Source: an optimization exercise on an open RTL-to-GDS flow (aim: small area). Production flows keep margins and buffers that such runs may drop.
Where RTL was checked, it was by simulation tests only, not by an equivalence proof against the original.
Power figures rest on the tool's default switching activity, not on a simulated workload.

==> job 1241: inputs <==
==> flow/design.v <==
module digital_resonator_bank #(
  parameter int unsigned DATA_W    = 16,
  parameter int unsigned COEF_W    = 18,
  parameter int unsigned COEF_FRAC = 16,
  parameter int unsigned NUM_CH    = 4,
  localparam int unsigned CH_W     = (NUM_CH > 1) ? $clog2(NUM_CH) : 1
) (
  input  logic                     clk,
  input  logic                     reset_n,
  input  logic                     enable,
  input  logic                     clr,
  input  logic [NUM_CH*DATA_W-1:0] d,
  input  logic                     coef_we,
  input  logic [CH_W-1:0]          coef_ch,
  input  logic [1:0]               coef_sel,
  input  logic [COEF_W-1:0]        coef_data,
  output logic [NUM_CH*DATA_W-1:0] q,
  output logic                     q_valid,
  output logic                     busy,
  output logic                     sat_flag,
  output logic                     overrun
);
  localparam int unsigned NB    = NUM_CH * DATA_W;        
  localparam int unsigned CNT_W = $clog2(NB);
  localparam int unsigned J_W   = $clog2(DATA_W);
  localparam int unsigned SW    = 3 * COEF_W;             
  localparam int unsigned AW    = COEF_W + 2;             
  localparam logic [COEF_W-1:0] G_ONE = COEF_W'(64'(1) << COEF_FRAC);
  logic [COEF_W-1:0]    sh   [NUM_CH][3];   
  logic [2:0]           shw  [NUM_CH];      
  logic [SW+2:0]        act  [NUM_CH];      
  logic [AW-1:0]        accr [NUM_CH];      
  logic [NB-1:0]        xr;                 
  logic [NB-1:0]        y2r;                
  logic [CNT_W-1:0]     cnt;
  logic                 run;
  logic                 z1, z2;
  logic                 sat_acc;
  logic                 accept, done;
  logic [CH_W-1:0]      k;
  logic [J_W-1:0]       j;
  logic                 first, last;
  logic                 xb, y1b, y2b;
  logic [NB-1:0]        dperm;
  assign k      = cnt[CH_W-1:0];
  assign j      = cnt[CNT_W-1:CH_W];
  assign first  = (j == '0);
  assign last   = (j == J_W'(DATA_W - 1));
  assign accept = !run && enable && !clr;
  assign done   = run && (cnt == CNT_W'(NB - 1));
  assign busy     = run;
  assign sat_flag = sat_acc;
  always_comb begin
    for (int unsigned kk = 0; kk < NUM_CH; kk++)
      for (int unsigned jj = 0; jj < DATA_W; jj++)
        dperm[jj*NUM_CH + kk] = d[kk*DATA_W + jj];
  end
  assign xb  = xr[0];
  assign y1b = q[k*DATA_W + j] & !z1;
  assign y2b = y2r[0] & !z2;
  logic [COEF_W-1:0] cg, ca1, ca2;
  logic [COEF_W-1:0] p1, p2, p3;           
  logic [AW-1:0]     rin;                  
  logic [COEF_W-1:0] s1, c1;               
  logic [AW-1:0]     s2, c2;               
  logic [AW:0]       u, cy;
  logic [AW-1:0]     v, vl, ring_in;
  logic [DATA_W-1:0] res;
  logic              clip;
  logic              y2nb;
  logic [SW+2:0] act0;
  assign act0 = act[0];
  assign cg  = act0[SW]   ? act0[COEF_W-1:0]          : G_ONE;
  assign ca1 = act0[SW+1] ? act0[2*COEF_W-1:COEF_W]   : '0;
  assign ca2 = act0[SW+2] ? act0[3*COEF_W-1:2*COEF_W] : '0;
  assign y2nb = !y2b;
  always_comb begin
    p1 = {COEF_W{xb}}   & cg;
    p2 = {COEF_W{y1b}}  & ca1;
    p3 = {COEF_W{y2nb}} & ca2;
    p1[COEF_W-1] = !p1[COEF_W-1];
    p2[COEF_W-1] = !p2[COEF_W-1];
    p3[COEF_W-1] = !p3[COEF_W-1];
    if (first)     rin = {1'b1, 1'b0, !ca2[COEF_W-1], ca2[COEF_W-2:0]};
    else if (last) rin = ~accr[0];
    else           rin = accr[0];
    for (int i = 0; i < COEF_W; i++) begin
      s1[i] = p1[i] ^ p2[i] ^ p3[i];
      c1[i] = (p1[i] & p2[i]) | (p1[i] & p3[i]) | (p2[i] & p3[i]);
    end
    s2[0] = rin[0] ^ s1[0];
    c2[0] = rin[0] & s1[0];
    for (int i = 1; i < COEF_W; i++) begin
      s2[i] = rin[i] ^ s1[i] ^ c1[i-1];
      c2[i] = (rin[i] & s1[i]) | (rin[i] & c1[i-1]) | (s1[i] & c1[i-1]);
    end
    s2[COEF_W]   = !(rin[COEF_W] ^ c1[COEF_W-1]);
    c2[COEF_W]   = rin[COEF_W] | c1[COEF_W-1];
    s2[COEF_W+1] = rin[COEF_W+1];
    c2[COEF_W+1] = 1'b0;
    u[0]  = s2[0];
    cy[1] = 1'b0;
    for (int i = 1; i <= AW-1; i++) begin
      u[i]    = s2[i] ^ c2[i-1] ^ cy[i];
      cy[i+1] = (s2[i] & c2[i-1]) | (s2[i] & cy[i]) | (c2[i-1] & cy[i]);
    end
    u[AW] = cy[AW];
    v = u[AW:1];
    vl = {!v[AW-1], v[AW-2:0]};
    clip = !(&vl[AW-1:DATA_W-1] || ~|vl[AW-1:DATA_W-1]);
    res  = clip ? (vl[AW-1] ? {1'b0, {(DATA_W-1){1'b1}}} : {1'b1, {(DATA_W-1){1'b0}}})
                : ~vl[DATA_W-1:0];
    ring_in = v;
    if (last) ring_in[DATA_W-1:0] = res;
  end
  always_ff @(posedge clk or negedge reset_n) begin
    if (!reset_n) begin
      for (int unsigned c = 0; c < NUM_CH; c++) shw[c] <= '0;
    end else if (coef_we) begin
      for (int unsigned c = 0; c < NUM_CH; c++)
        for (int unsigned s = 0; s < 3; s++)
          if (coef_ch == CH_W'(c) && coef_sel == 2'(s)) shw[c][s] <= 1'b1;
    end
  end
  always_ff @(posedge clk) begin
    if (coef_we) begin
      for (int unsigned c = 0; c < NUM_CH; c++)
        for (int unsigned s = 0; s < 3; s++)
          if (coef_ch == CH_W'(c) && coef_sel == 2'(s))
            sh[c][s] <= (c % 2 == 0) ? ~coef_data : coef_data;
    end
  end
  always_ff @(posedge clk) begin
    for (int unsigned c = 0; c < NUM_CH; c++) begin
      if (accept) act[c] <= ~{(c % 2 == 0) ? ~shw[c] : shw[c],
                              sh[c][2], sh[c][1], sh[c][0]};
      else        act[c] <= ~act[(c + 1) % NUM_CH];
      accr[c] <= (c == NUM_CH - 1) ? ring_in : accr[c + 1];
    end
    xr <= accept ? dperm : {dperm[NB-1], xr[NB-1:1]};
    if (run) y2r <= {y1b, y2r[NB-1:1]};
    cnt <= accept ? '0 : cnt + CNT_W'(1);
  end
  always_ff @(posedge clk or negedge reset_n) begin
    if (!reset_n) begin
      run     <= 1'b0;
      z1      <= 1'b1;
      z2      <= 1'b1;
      sat_acc <= 1'b0;
      q       <= '0;
      q_valid <= 1'b0;
      overrun <= 1'b0;
    end else begin
      q_valid <= 1'b0;
      if (clr) begin
        run     <= 1'b0;
        z1      <= 1'b1;
        z2      <= 1'b1;
        overrun <= 1'b0;
      end else begin
        if (enable && run) overrun <= 1'b1;
        if (accept) begin
          run     <= 1'b1;
          sat_acc <= 1'b0;
        end
        if (run && last) sat_acc <= sat_acc | clip;
        if (done) begin
          run     <= 1'b0;
          q_valid <= 1'b1;
          z1      <= 1'b0;
          z2      <= 1'b0;
          for (int unsigned c = 0; c < NUM_CH; c++)
            q[c*DATA_W +: DATA_W] <= (c == NUM_CH - 1) ? ring_in[DATA_W-1:0]
                                                       : accr[c + 1][DATA_W-1:0];
        end
      end
    end
  end
endmodule
==> flow/flow/run.sh <==
#!/bin/bash
set -o pipefail
export BUFFER_PORTS_ARGS="-buffer_cell sky130_fd_sc_hd__buf_1"
bash standard.sh > standard.log 2>&1
==> flow/standard.sh <==
#!/bin/bash
# synth_recipe.tcl (not shown) runs the flow's synth.tcl, then flattens the netlist and writes it again
# the make line also repeats each setting of config.mk as NAME=value (left out here)
make -C /OpenROAD-flow-scripts/flow DESIGN_CONFIG=/design/flow/config.mk WORK_HOME=/design/flow/orfs CLKGATE_MAP_FILE= SYNTH_SCRIPT=/design/flow/synth_recipe.tcl "${@:-finish}"
==> flow/config.mk <==
export PLATFORM = sky130hd
export DESIGN_NAME = digital_resonator_bank
export DESIGN_NICKNAME = digital_resonator_bank
export VERILOG_FILES = /design/flow/design.v
export SDC_FILE = /design/flow/constraint.sdc
export NUM_CORES = 4
export LEC_CHECK = 0
export CAP_MARGIN = 0
export CORE_MARGIN = 2
export CORE_UTILIZATION = 60
export CTS_BUF_LIST = sky130_fd_sc_hd__clkbuf_8
export CTS_CLUSTER_DIAMETER = 60
export CTS_CLUSTER_SIZE = 20
export SLEW_MARGIN = 0
==> flow/constraint.sdc <==
create_clock -name core_clock -period 20.0 [get_ports {clk}]
set_input_delay 4.0000 -clock core_clock [delete_from_list [all_inputs] [get_ports {clk}]]
set_output_delay 4.0000 -clock core_clock [all_outputs]
set_load 0.01 [all_outputs]
==> job 1454: changes against job 1241 <==
--- a/flow/config.mk
+++ b/flow/config.mk
@@ -7,3 +7,3 @@
 export LEC_CHECK = 0
-export CAP_MARGIN = 0
+export CAP_MARGIN = 20
 export CORE_MARGIN = 2
@@ -13,2 +13,2 @@
 export CTS_CLUSTER_SIZE = 20
-export SLEW_MARGIN = 0
+export SLEW_MARGIN = 20
==> job 536: changes against job 1241 <==
--- a/flow/design.v
+++ b/flow/design.v
@@ -57,3 +57,3 @@
   end
-  assign xb  = xr[0];
+  assign xb  = xr[0] ^ !cnt[0];
   assign y1b = q[k*DATA_W + j] & !z1;
@@ -69,9 +69,5 @@
   logic              clip;
-  logic              y2nb;
-  logic [SW+2:0] act0;
-  assign act0 = act[0];
-  assign cg  = act0[SW]   ? act0[COEF_W-1:0]          : G_ONE;
-  assign ca1 = act0[SW+1] ? act0[2*COEF_W-1:COEF_W]   : '0;
-  assign ca2 = act0[SW+2] ? act0[3*COEF_W-1:2*COEF_W] : '0;
-  assign y2nb = !y2b;
+  assign cg  = act[0][SW]   ? act[0][COEF_W-1:0]          : G_ONE;
+  assign ca1 = act[0][SW+1] ? act[0][2*COEF_W-1:COEF_W]   : '0;
+  assign ca2 = act[0][SW+2] ? act[0][3*COEF_W-1:2*COEF_W] : '0;
   always_comb begin
@@ -79,7 +75,7 @@
     p2 = {COEF_W{y1b}}  & ca1;
-    p3 = {COEF_W{y2nb}} & ca2;
+    p3 = {COEF_W{y2b}} & ca2;
     p1[COEF_W-1] = !p1[COEF_W-1];
     p2[COEF_W-1] = !p2[COEF_W-1];
-    p3[COEF_W-1] = !p3[COEF_W-1];
-    if (first)     rin = {1'b1, 1'b0, !ca2[COEF_W-1], ca2[COEF_W-2:0]};
+    p3[COEF_W-2:0] = ~p3[COEF_W-2:0];      
+    if (first)     rin = AW'(20'hA0000);     
     else if (last) rin = ~accr[0];
@@ -90,4 +86,4 @@
     end
-    s2[0] = rin[0] ^ s1[0];
-    c2[0] = rin[0] & s1[0];
+    s2[0] = !(rin[0] ^ s1[0]);             
+    c2[0] = rin[0] | s1[0];
     for (int i = 1; i < COEF_W; i++) begin
@@ -139,3 +135,3 @@
     end
-    xr <= accept ? dperm : {dperm[NB-1], xr[NB-1:1]};
+    xr <= ~(accept ? dperm : {dperm[NB-1], xr[NB-1:1]});
     if (run) y2r <= {y1b, y2r[NB-1:1]};
==> flow/flow/run.sh (replaced) <==
#!/bin/bash
set -o pipefail
export BUFFER_PORTS_ARGS="-buffer_cell sky130_fd_sc_hd__buf_1"
export CTS_ARGS="-sink_clustering_enable -repair_clock_nets -sink_clustering_size 20 -sink_clustering_max_diameter 60 -buf_list sky130_fd_sc_hd__clkbuf_8 -dont_use_dummy_load"
bash standard.sh > standard.log 2>&1
--- a/flow/config.mk
+++ b/flow/config.mk
@@ -7,3 +7,3 @@
 export LEC_CHECK = 0
-export CAP_MARGIN = 0
+export CAP_MARGIN = 20
 export CORE_MARGIN = 2
@@ -13,2 +13,2 @@
 export CTS_CLUSTER_SIZE = 20
-export SLEW_MARGIN = 0
+export SLEW_MARGIN = 20
==> comparison table <==
| quantity | job 1241 | job 536 | job 1454 |
|---|---|---|---|
| Area after detailed placement | 26700 um^2 | 26500 um^2 | 26700 um^2 |
| End-of-flow core utilization | 65.8% | 65.1% | 65.8% |
| Synthesized-area fraction occupied by and/or/nand/nor cells | 3.64% | 3.44% | 3.64% |
| Total die area | 44100 um^2 | 43800 um^2 | 44100 um^2 |
| Global-route wire length before repair | 74600 um | 74500 um | 74600 um |
| Invs w/o clock | 68 | 59 | 68 |
| Result of the run | finished clean | finished clean | finished clean |
| Final worst slack | 6400 ps | 6130 ps | 6400 ps |
| Crit path depth | 38 | 33 | 38 |
| Total iterations of the first detailed-routing run | 5 | 6 | 5 |
| Flop2flop setup slack | 6400 ps | 6130 ps | 6400 ps |
| Fraction of area in multi-input gates | 25.4% | 25.0% | 25.4% |
| Fraction of power spent switching nets | 28.7% | 29.5% | 28.7% |
| Clock network power consumption | 701 uW | 627 uW | 701 uW |
| Share of synthesized area spent on multiplexers | 16.0% | 15.8% | 16.0% |
| Reported sequential group power | 1.91 mW | 1.92 mW | 1.91 mW |
The RTL of job 1241 and job 1454 was laid out without a check of its function.

## re-timing with driven ports
The results above use ideal ports. As a check the final layouts listed here were re-extracted and re-timed, cells and wires unchanged. Step 1, drivers: a clkbuf_16 drives clk and a buf_2 each remaining input, both assumed. Step 2 also shifts input and output timing later by t, the mid clock arrival at the registers, as if the neighbouring blocks saw the same clock. Three values: ideal, step 1, step 2; two values: the first two.
run	shift t [ns]	slack for setup (ns)	worst hold slack (ns)	worst setup path at the end
job 1241	0.695	6.402 / 6.402 / 6.402	0.337 / 0.337 / 0.337	register to register
job 1454	0.695	6.402 / 6.402 / 6.402	0.337 / 0.337 / 0.337	register to register
job 536	0.669	6.129 / 6.129 / 6.129	0.288 / 0.288 / 0.288	register to register
After both steps every run listed still meets setup and hold.
